This is an optimization exercise on Yosys and OpenROAD, whose aim is small area, a short achievable clock period and few clock cycles per item, not a production implementation. The RTL was checked by simulation tests, not by an equivalence proof against the original design. Power figures rest on the tool's default switching activity, not on a simulated workload. No driver is modelled on the clock port, so clocking that relies on it looks cheaper here than on a real chip.

rev 12:
## pkt_loopback_top
module pkt_loopback_top #(
  parameter int FIFO_DEPTH = 8,
  parameter int MAX_BEATS  = 16
) (
  input  logic  rd_clk,
  input  logic  rd_rst_n,
  input  logic  rx_valid,
  output logic  rx_ready,
  input  pkt_pkg::beat_t rx_beat,
  input  logic  tx_enable,
  input  logic  tx_ready,
  output logic  tx_valid,
  output pkt_pkg::beat_t tx_beat
);
Size in the first run: roughly 2000 cells after synthesis, ~1200 flip-flops, roughly 150 I/O pins, about 29000 µm² of cells after synthesis.
Settings: LEC_CHECK=0, ABC_CLOCK_PERIOD_IN_PS=2000, CAP_MARGIN=20, CORE_MARGIN=2, CORE_UTILIZATION=40, SETUP_SLACK_MARGIN=3.3, SLEW_MARGIN=20; clock period 5.5 ns.
run.sh (not shown) runs the stock make flow with config.mk's settings and CLKGATE_MAP_FILE= SYNTH_SCRIPT=/design/flow/synth_recipe.tcl, a recipe that flattens the netlist after the stock synthesis.
Testbench counts of rev 12, summed over its fixed seeds: cycles 14,877, items 14,749.
Setup changes, rev 12 to rev 13
- CTS_CLUSTER_SIZE now 28, previously not set
- CTS_CLUSTER_DIAMETER now 100, previously not set
==> comparison <==
Taking rev 12 as the reference, in rev 13 sequential share of cell area grew by 5.8 points; reported sequential group power held steady; routed wire length shrank by about 8%; number of signal-net buffers in the layout shrank by 10%. Compared with rev 12, in rev 13 met3 wire length fell 23%; area added between synthesis and finish decreased by 10 points relative to the old numbers. Compared rev 13 vs rev 12, and net count reported at finish is down in rev 13. Comparing rev 13 and rev 12, the higher number of buffers created by CTS was measured on rev 12. As far as number of multi-input combinational cells is concerned, rev 12 and rev 13 perform about the same. Global-route usage, rev 13 and rev 12: higher on rev 12.


## north
Another version of the RTL of pkt_loopback_top (not shown whole).
For scale: ~2,000 cells after synthesis, ~1,200 flip-flops, roughly 150 I/O pins, about 28,000 um2 of cells after synthesis.
==> flow/design.v (excerpt) <==
module pkt_loopback_top #(
  parameter int FIFO_DEPTH = 8,
  parameter int MAX_BEATS  = 16
) (
  input  logic  rd_clk,
  input  logic  rd_rst_n,
  input  logic  rx_valid,
  output logic  rx_ready,
  input  pkt_pkg::beat_t rx_beat,
  input  logic  tx_enable,
  input  logic  tx_ready,
  output logic  tx_valid,
  output pkt_pkg::beat_t tx_beat
);
  localparam int N  = MAX_BEATS;
  localparam int PW = $clog2(N);
  localparam int CW = $clog2(N + 1);
  localparam int EW = pkt_pkg::DATA_W + pkt_pkg::EMPTY_W + 1;
  logic [EW-1:0] ring [0:N-1];
  logic [PW-1:0] dh;        
  logic          dh0;       
  logic [PW-1:0] dt;        
  logic [CW-1:0] count;     
  logic [CW-1:0] ccount;    
  logic          rdy_n;     
  logic          wsel_n;    
  logic          tv;        
  pkt_pkg::beat_t ob;       
  logic          drop;      
  logic          last_eop;  
  logic          en_seen;   
  logic          empty;
  logic          one;
  logic          full;
  logic          ccnz;
  logic          cc_one;
  logic          dt1;
  logic          ovf;
  logic          acc;
  logic          store;     
  logic          discard;
  logic          commit;
  logic          take;      
  logic          fire;
  logic          new_head;
  logic          drop_nxt;
  logic          high;      
  logic [CW-1:0] count_nxt;
  logic [pkt_pkg::DATA_W-1:0] rd_data;
  logic [pkt_pkg::DATA_W-1:0] rd_inc;
  logic          rdy_0;
  logic          rdy_s;
  logic          rdy_t;
  logic          rdy_st;
  logic          wsel_s;
  logic          wsel_t;
  logic [EW-1:0] wr_ent;
  assign empty   = (count == '0);
  assign one     = (count == CW'(1));
  assign full    = (count == CW'(N));
  assign high    = (count >= CW'(N - 1));
  assign ccnz    = (ccount != '0);
  assign cc_one  = (ccount == CW'(1));
  assign dt1     = (dt == PW'(1));
  assign ovf     = full && !ccnz;
  assign acc     = rx_valid && !rdy_n;
  assign store   = acc && !drop && !ovf;
  assign discard = acc && !drop && ovf;
  assign commit  = store && rx_beat.eop;
  assign fire    = tv && tx_ready;
  assign take    = dh0 && en_seen && (!tv || tx_ready) && !empty &&
                   (ccnz || commit);
  assign new_head = store && (empty || (take && one));
  ...
Settings: LEC_CHECK=0, ABC_AREA=1, CAP_MARGIN=20, CORE_MARGIN=2, CORE_UTILIZATION=40, CTS_CLUSTER_DIAMETER=100, CTS_CLUSTER_SIZE=28, SETUP_SLACK_MARGIN=3.15, SLEW_MARGIN=20; clock period 5.5 ns.
standard.sh (not shown) runs the stock make flow with config.mk's settings and CLKGATE_MAP_FILE= SYNTH_SCRIPT=/design/flow/synth_recipe.tcl, a recipe that flattens the netlist after the stock synthesis.
==> flow/flow/run.sh <==
#!/bin/bash
# The standard layout, with the port buffers made from buf_2 cells
# instead of the delay buffers buffer_ports picks by default.
set -euo pipefail
export BUFFER_PORTS_ARGS="-buffer_cell sky130_fd_sc_hd__buf_2"
bash standard.sh > standard_flow.log 2>&1
Testbench counts of north, summed over its fixed seeds: cycles 14,877, items 14,749.
--- input diff north..south ---
-- flow/config.mk --
<<< north, line 10
export CORE_MARGIN = 2
export CORE_UTILIZATION = 40
export CTS_CLUSTER_DIAMETER = 100
>>> south, line 10
export CORE_MARGIN = 2
export CORE_UTILIZATION = 65
export CTS_CLUSTER_DIAMETER = 100
Findings:
- Between north and south, the proportion of total power due to net switching does not differ in any meaningful way.
- | count of routing violations after the opening detailed-route iteration | south vs north | better |
- Going from north to south, worst hold slack grows by 0.0035 ns.
Relative to south, the following input files were edited for east:
==> flow/config.mk <==
export PLATFORM = sky130hd
export DESIGN_NAME = pkt_loopback_top
export DESIGN_NICKNAME = pkt_loopback_top
export VERILOG_FILES = /design/flow/design.v
export SDC_FILE = /design/flow/constraint.sdc
export NUM_CORES = 4
export LEC_CHECK = 0
export ABC_CLOCK_PERIOD_IN_PS = 2000
export CAP_MARGIN = 5
export CORE_MARGIN = 2
export CORE_UTILIZATION = 40
export CTS_CLUSTER_DIAMETER = 100
export CTS_CLUSTER_SIZE = 28
export SETUP_SLACK_MARGIN = 3.15
export SLEW_MARGIN = 5
Results
- south and east ended up with roughly the same hold slack.
- south → east: average cell area after synthesis went up by about 12%; final area saw an increase.
- Re first-pass GRT wire length: south was lower than east.
- The internal power consumption reported for east is smaller than that of south by 0.49 mW.
- Comparing east and south, proportion of synthesized area in mux cells is lower on south.
- The adder-cell area share of the yosys netlist was comparable across east and south.
- Maximum number of pins on one net before global-route repair (higher): east
- Post-synthesis cell count, east and south, higher one = south.
- Between east and south, it is east whose total track usage is lower, by 6.0 points.
#### Input delta (west over east)
-- flow/config.mk --
<<< east, line 7
export LEC_CHECK = 0
export ABC_CLOCK_PERIOD_IN_PS = 2000
export CAP_MARGIN = 5
export CORE_MARGIN = 2
>>> west, line 7
export LEC_CHECK = 0
export ABC_AREA = 1
export CAP_MARGIN = 20
export CORE_MARGIN = 2
<<< east, line 13
export CTS_CLUSTER_SIZE = 28
export SETUP_SLACK_MARGIN = 3.15
export SLEW_MARGIN = 5
>>> west, line 13
export CTS_CLUSTER_SIZE = 28
export SETUP_SLACK_MARGIN = 3.3
export SLEW_MARGIN = 20
[summary]
Across west and east, the outcome is the same: a clean finish for every run. west vs. east: post-layout worst setup margin rose 0.020 ns; layout buffer count excluding clock buffers rose 35; power dissipated by switching net loads rose 0.62 mW. Between west and east, the worst hold slack figures differ only marginally. Compared with east, west shows number of clock buffer instances in the layout that has gone up by more than 10%. Looking at final cell count, west sits above east. Comparing east with west, the global-route usage came out essentially unchanged.
> inputs changed (west -> middle)
-- flow/config.mk --
<<< west, line 13
export CTS_CLUSTER_SIZE = 28
export SETUP_SLACK_MARGIN = 3.3
export SLEW_MARGIN = 20
>>> middle, line 13
export CTS_CLUSTER_SIZE = 28
export SETUP_SLACK_MARGIN = 3.0
export SLEW_MARGIN = 20
### Flow results
Sequential fraction of total cell area: middle vs west up 2.6 points. Changes observed in middle relative to west: layout inverter count without the clock tree went down, data arrival time at the worst-slack endpoint grew by 1.69 ns, final standard cell area without fillers has decreased. The critical path launch point comes out rx_valid in one run and ob[23] in the other, namely in middle and west respectively. Changes observed in middle relative to west: proportion of power drawn by the clock network picked up an extra 0.7 points, final hold slack picked up an extra 0.0043 ns, combinational power lost 24%.


Another version of the RTL of pkt_loopback_top (not shown whole).
## pkt_loopback_top
module pkt_loopback_top #(
  parameter int FIFO_DEPTH = 8,
  parameter int MAX_BEATS  = 16
) (
  input  logic  rd_clk,
  input  logic  rd_rst_n,
  input  logic  rx_valid,
  output logic  rx_ready,
  input  pkt_pkg::beat_t rx_beat,
  input  logic  tx_enable,
  input  logic  tx_ready,
  output logic  tx_valid,
  output pkt_pkg::beat_t tx_beat
);
clock: 5.5 ns
lec_check: 0
abc_area: 1
cap_margin: 20
core_margin: 2
core_utilization: 65
cts_cluster_diameter: 100
cts_cluster_size: 28
place_density: 0.75
setup_slack_margin: 3.15
slew_margin: 20
Scripts as last shown in full above: flow/flow/run.sh
The starting point ran to the end with no violations.
Testbench counts at the start, summed over its fixed seeds: cycles 14,877, items 14,749.
==> next run, changes <==
Settings changed: GPL_TIMING_DRIVEN set to 0, PLACE_DENSITY 0.75 to not set.
The new run completed with no timing, DRC or antenna violations.
Register-to-register slack hardly moves.
Combinational power came out higher by about 3%.
Area after synthesis does not change.
Cell area is about the same.
Clock-buffer cell count came out higher by 1.
Setup slack degrades by 0.0064 ns.


Starting RTL as in the previous note.
Settings: LEC_CHECK=0, ABC_AREA=1, CAP_MARGIN=20, CORE_MARGIN=2, CORE_UTILIZATION=65, CTS_CLUSTER_DIAMETER=100, CTS_CLUSTER_SIZE=28, GPL_ROUTABILITY_DRIVEN=0, SETUP_SLACK_MARGIN=3.15, SLEW_MARGIN=20; clock period 5.5 ns.
Scripts as last shown in full above: flow/flow/run.sh
Testbench counts at the start, summed over its fixed seeds: cycles 14,877, items 14,749.
Next try:
CORE_UTILIZATION = 40   (was 65)
GPL_ROUTABILITY_DRIVEN = default   (was 0)
The changed run ran to the end with no violations.
Cell area goes up by 2.4%.
Synthesized cell count stays the same.
Worst hold slack gets worse by 13 ps.
Wire length rises by 8.5%.
Core utilization shrinks by 27 points.
Sequential share of layout area is lower by 1.8 points.
Worst setup slack loses 26 ps.
Total power came out higher by 1.5%.
Clock power increases by 5.7%.


Setup of job 7994:
pkt_loopback_top, a different RTL version from the one above (not shown whole).
Size in the first run: roughly 1800 cells after synthesis, about 1200 flip-flops, about 0.028 sq mm of cells after synthesis.
Settings: LEC_CHECK=0, ABC_AREA=1, CAP_MARGIN=20, CORE_MARGIN=2, CORE_UTILIZATION=65, GPL_TIMING_DRIVEN=0, SETUP_SLACK_MARGIN=3.15, SLEW_MARGIN=20; clock period 5.5 ns.
==> flow/flow/run.sh <==
#!/bin/bash
# The standard layout, with the port buffers made from buf_2 cells
# instead of the delay buffers buffer_ports picks by default, and clock
# tree synthesis without dummy loads.
set -euo pipefail
export BUFFER_PORTS_ARGS="-buffer_cell sky130_fd_sc_hd__buf_2"
export CTS_ARGS="-sink_clustering_enable -repair_clock_nets -sink_clustering_size 28 -sink_clustering_max_diameter 100 -dont_use_dummy_load"
bash standard.sh > standard_flow.log 2>&1
Testbench counts of job 7994, summed over its fixed seeds: cycles 14,877, items 14,749.
Edits applied to the flow inputs when going from job 7994 to job 2660:
Settings: CTS_CLUSTER_DIAMETER newly set to 100; CTS_CLUSTER_SIZE newly set to 28; GPL_TIMING_DRIVEN removed (was 0).
Worst setup slack (job 2660 over job 7994): increase, 22 ps
For the area growth from synthesis to final layout, job 2660 came in 0.24 points lower than job 7994 did.
Job 2660 -> job 7994: clock sink total delta 0, exact match
Delta (job 2660 minus job 7994): clock network area share was more or less identical, met2 routed wirelength went down by about 11%.
The total chip power of job 2660 is lower than that of job 7994.
For total power per unit cell area, job 7994 and job 2660 come out practically identical.
Layout multi-input combinational cell count (job 2660 over job 7994): increase, 0.41%
Density: job 2660 sparser than job 7994
Relative to job 2660, the following input files were edited for job 743:
==> flow/flow/run.sh <==
#!/bin/bash
# The standard layout, with the port buffers made from buf_2 cells
# instead of the delay buffers buffer_ports picks by default, and clock
# tree synthesis without dummy loads.
set -euo pipefail
export BUFFER_PORTS_ARGS="-buffer_cell sky130_fd_sc_hd__buf_2"
export CTS_ARGS="-sink_clustering_enable -repair_clock_nets -sink_clustering_size 32 -sink_clustering_max_diameter 90 -dont_use_dummy_load"
bash standard.sh > standard_flow.log 2>&1
Notes after the runs:
- Per the comparison of job 743 with job 2660, hold slack fell 11 ps, wire length lower, global routing usage summed across all routing layers lower, fraction of the core area covered by cells at the end of the flow now smaller, power shrank by 250 uW.
- As far as combinational power share is concerned, job 743 and job 2660 perform about the same.
- Delta(post-route standard cell area excluding fillers, job 743 - job 2660) < 0
- Actual slew at the worst max-slew pin, job 743 and job 2660: higher on job 2660
- Between job 743 and job 2660, the share of the clock period used by the worst path figures differ only marginally.
- Summary of job 743 over job 2660: area growth from synthesis to layout fell 0.47 points, TritonCTS buffer count fell 10%.
diff inputs: job 743 => job 5665
Settings: CTS_CLUSTER_DIAMETER removed (was 100); CTS_CLUSTER_SIZE removed (was 28); SETUP_SLACK_MARGIN changed from 3.15 to 3.2.
==> flow/flow/run.sh <==
#!/bin/bash
# The standard layout, with the port buffers made from buf_2 cells
# instead of the delay buffers buffer_ports picks by default, and clock
# tree synthesis without dummy loads.
set -euo pipefail
export BUFFER_PORTS_ARGS="-buffer_cell sky130_fd_sc_hd__buf_2"
export CTS_ARGS="-sink_clustering_enable -repair_clock_nets -sink_clustering_size 28 -sink_clustering_max_diameter 100 -dont_use_dummy_load"
bash standard.sh > standard_flow.log 2>&1
Between job 743 and job 5665, met2 usage increased. First-pass GRT wire length (job 5665 over job 743): increase, 1.8%. On post-layout total power, job 743 beats job 5665. Between job 743 and job 5665, sequential share of layout area is higher for job 743, job 5665 comes in under that. Fill cell total of the finished layout: job 743 and job 5665 compared, lower one is job 5665. Relative to job 743, the number of clock buffer instances in the layout measured on job 5665 has increased by more than 10%. Proportion of cell area spent on the clock network | job 5665 above job 743. On number of synthesized flops with an enable pin, job 743 and job 5665 are basically level. On share of the clock period used by the worst path after layout, job 743 and job 5665 are basically level. Logic depth of the worst register-to-register path: job 743 vs job 5665, no meaningful difference. Net switching component of the power delta for job 5665 relative to job 743: about 2.1% higher.
## Diff of input files: job 7122 against job 5665
Settings: SETUP_SLACK_MARGIN changed from 3.2 to 3.15; CTS_CLUSTER_SIZE newly set to 28; CTS_CLUSTER_DIAMETER newly set to 100.
==> flow/flow/run.sh <==
#!/bin/bash
# The standard layout, with the port buffers made from buf_2 cells
# instead of the delay buffers buffer_ports picks by default.
set -euo pipefail
export BUFFER_PORTS_ARGS="-buffer_cell sky130_fd_sc_hd__buf_2"
bash standard.sh > standard_flow.log 2>&1
[summary]
On job 7122: total power is about 0.46% higher than what job 5665 gave.
Number of filler cells placed in the layout was lower in job 5665 than in job 7122.
Compared job 7122 vs job 5665, and number of vias after detailed routing is up in job 7122.
Per the comparison of job 7122 with job 5665, power density of the placed cells has remained practically unchanged; power in combinational cells now smaller.
Job 7122 vs. job 5665: utilization was more or less identical; count of non-filler cells in the finished layout increased 0.76%.
Compared with job 5665, in job 7122 count of non-CTS buffers in the layout decreased by 6 relative to the old numbers, worst setup slack now sits lower.


Setup of nickel:
pkt_loopback_top, a different RTL version from the one above (not shown whole).
For scale: about 1900 cells after synthesis, ~150 I/O pins, roughly 0.028 mm2 of cells after synthesis.
Settings: LEC_CHECK=0, ABC_CLOCK_PERIOD_IN_PS=2000, CAP_MARGIN=20, CORE_MARGIN=2, CORE_UTILIZATION=40, CTS_CLUSTER_DIAMETER=100, CTS_CLUSTER_SIZE=28, SETUP_SLACK_MARGIN=3.0, SLEW_MARGIN=20; clock period 5.5 ns.
==> flow/flow/run.sh <==
#!/bin/bash
# The standard layout, with the port buffers made from buf_2 cells
# instead of the delay buffers buffer_ports picks by default.
set -euo pipefail
export BUFFER_PORTS_ARGS="-buffer_cell sky130_fd_sc_hd__buf_2"
bash standard.sh > standard_flow.log 2>&1
nickel: flow completed, timing, DRC and antenna clean
Testbench counts of nickel, summed over its fixed seeds: cycles 14,877, items 14,749.
diff inputs: nickel => sierra
- SETUP_SLACK_MARGIN no longer set, was 3.0
==> flow/flow/run.sh <==
#!/bin/bash
# The standard layout, run step by step: port buffers made from buf_2
# cells instead of the delay buffers buffer_ports picks by default, and
# setup repair aimed at a shorter period only from clock tree synthesis
# on, where placement gives it wire loads.
set -euo pipefail
export BUFFER_PORTS_ARGS="-buffer_cell sky130_fd_sc_hd__buf_2"
SETUP_SLACK_MARGIN=0 bash standard.sh place > flow_place.log 2>&1
SETUP_SLACK_MARGIN=3.15 bash standard.sh cts > flow_cts.log 2>&1
SETUP_SLACK_MARGIN=3.15 bash standard.sh finish > flow_finish.log 2>&1
## What came out
On clock insertion delay at the later pin of the skew report, nickel and sierra are basically level. Routed wire in sierra totals more than in nickel. Relative to nickel, design area increased by 1.2% in sierra. The run showing the greater final non-filler cell total is sierra. When sierra is measured against nickel, its power in combinational cells turns out about 11% higher. nickel -> sierra: switching power total increased slightly. Looking at critical path capture point, the rx_ready result is from nickel; the ring[15][58] one comes from sierra. Run comparison: nickel beginning of the critical path rdy_n; sierra beginning of the critical path rx_valid. sierra reports a higher count of buffers added by post-CTS timing repair for setup than nickel does. Total power: sierra above nickel. Going from nickel to sierra, time the worst path needs with I/O delays and setup shrank by 0.10 ns; clock power held steady.
Changes in raven relative to sierra:
- putting SETUP_SLACK_MARGIN at 3.3 where nothing was set
==> flow/flow/run.sh <==
#!/bin/bash
# The standard layout, with the port buffers made from buf_2 cells
# instead of the delay buffers buffer_ports picks by default.
set -euo pipefail
export BUFFER_PORTS_ARGS="-buffer_cell sky130_fd_sc_hd__buf_2"
bash standard.sh > standard_flow.log 2>&1
- For the ratio of cells with drive above 1 in the final layout, raven came in 5.6 points higher than sierra did.
- Between raven and sierra, it is raven whose amount of wire on met3 after detailed routing is lower, by 31%.
- Of sierra and raven, sierra shows the higher delay of the slowest cell on the worst path, with raven below it.
- Changes observed in raven relative to sierra: required time at the endpoint of the critical path did not really move; sequential power share went down; power went up; maximum frequency went up.
- When the final numbers for sierra and raven were put side by side, the share of cell area taken by multi-input logic gates turned out to be smaller in sierra.
Relative to raven, the following input files were edited for violet:
- changing SETUP_SLACK_MARGIN from 3.3 to 3.15
- setting CTS_BUF_LIST to sky130_fd_sc_hd__clkbuf_8 sky130_fd_sc_hd__clkbuf_16 for the first time
==> comparison <==
- The flow did not stop early for violet: all stages ran, and the layout cleared the timing, design-rule and antenna checks.
- Lower non-clock buffer total of the final layout was reported by violet, not raven.
- Status: power dissipated in the clock network parity (violet, raven)
- Measured against each other, violet and raven differ in highest ir drop seen on vdd, the lower figure coming from violet.
- Final hold slack: raven vs violet, no meaningful difference
- Changes observed in violet relative to raven: design area decreased 0.0011 mm2, count of buffers from port buffering essentially unchanged, routed length on met2 decreased 1900 um.
- Of violet and raven, violet shows the higher portion of total power attributed to the clock network, with raven below it.
- Re met1 track utilization from global routing: raven was higher than violet.
- Setup skew after layout (higher): violet
- Lower number of cells in the finished layout apart from fillers among violet and raven: violet

port drivers added, routing unchanged:
Ports are ideal in the flow. The routed layouts listed here were re-timed in OpenROAD. Step 1, drivers: a clkbuf_16 drives rd_clk and a buf_2 each remaining input, both assumed. Step 2 times the ports against the registers' clock, not the clock port: input delays grow and output delays shrink by t, the midpoint of the rising clock arrivals with the driver on. Slacks: ideal ports / drivers / drivers and shift; pairs: ideal ports / drivers.
| run | shift t [ns] | slack for setup (ns) | hold WS [ns] | worst register clock-pin slew, ns | pins driven straight from the clock port |
|---|---|---|---|---|---|
| rev 12 | 0.711 | 3.082 / 3.025 / 2.655 | 0.314 / 0.314 / 0.314 | 0.07 / 0.07 | 1 |
| rev 13 | 0.661 | 3.110 / 3.051 / 2.733 | 0.311 / 0.311 / 0.311 | 0.11 / 0.11 | 1 |
| north | 0.663 | 3.184 / 3.126 / 2.788 | 0.310 / 0.310 / 0.310 | 0.11 / 0.11 | 1 |
| south | 0.667 | 3.174 / 3.117 / 2.726 | 0.313 / 0.313 / 0.313 | 0.11 / 0.11 | 1 |
| east | 0.664 | 3.147 / 3.089 / 2.531 | 0.311 / 0.311 / 0.311 | 0.11 / 0.11 | 1 |
| west | 0.668 | 3.167 / 3.106 / 2.905 | 0.309 / 0.309 / 0.309 | 0.11 / 0.11 | 1 |
| middle | 0.661 | 3.093 / 3.104 / 2.469 | 0.313 / 0.313 / 0.313 | 0.11 / 0.11 | 1 |
| the first run of note 3 | 0.646 | 3.190 / 3.136 / 2.647 | 0.322 / 0.322 / 0.322 | 0.11 / 0.11 | 1 |
| the second run of note 3 | 0.658 | 3.183 / 3.124 / 2.751 | 0.314 / 0.314 / 0.314 | 0.11 / 0.11 | 1 |
| the first run of note 4 | 0.650 | 3.202 / 3.144 / 2.716 | 0.318 / 0.318 / 0.318 | 0.11 / 0.11 | 1 |
| the second run of note 4 | 0.677 | 3.176 / 3.115 / 2.697 | 0.305 / 0.305 / 0.305 | 0.11 / 0.11 | 1 |
| job 7994 | 0.651 | 3.205 / 3.150 / 2.646 | 0.287 / 0.287 / 0.287 | 0.10 / 0.10 | 1 |
| job 2660 | 0.637 | 3.227 / 3.171 / 2.720 | 0.291 / 0.291 / 0.291 | 0.10 / 0.10 | 1 |
| job 743 | 0.625 | 3.224 / 3.167 / 2.737 | 0.279 / 0.279 / 0.279 | 0.12 / 0.12 | 1 |
| job 5665 | 0.634 | 3.223 / 3.168 / 2.725 | 0.291 / 0.291 / 0.291 | 0.10 / 0.10 | 1 |
| job 7122 | 0.650 | 3.215 / 3.160 / 2.721 | 0.322 / 0.322 / 0.322 | 0.10 / 0.10 | 1 |
| nickel | 0.671 | 3.067 / 3.004 / 2.524 | 0.321 / 0.321 / 0.321 | 0.11 / 0.11 | 1 |
| sierra | 0.655 | 3.169 / 3.151 / 2.522 | 0.324 / 0.324 / 0.324 | 0.11 / 0.11 | 1 |
| raven | 0.659 | 3.184 / 3.132 / 2.616 | 0.318 / 0.318 / 0.318 | 0.11 / 0.11 | 1 |
| violet | 0.657 | 3.191 / 3.136 / 2.584 | 0.319 / 0.319 / 0.319 | 0.11 / 0.11 | 1 |
After both steps setup and hold are still met in every run listed. For sierra, which loses most, drivers alone change the setup slack by -0.018 ns; drivers and shift together by -0.647 ns.
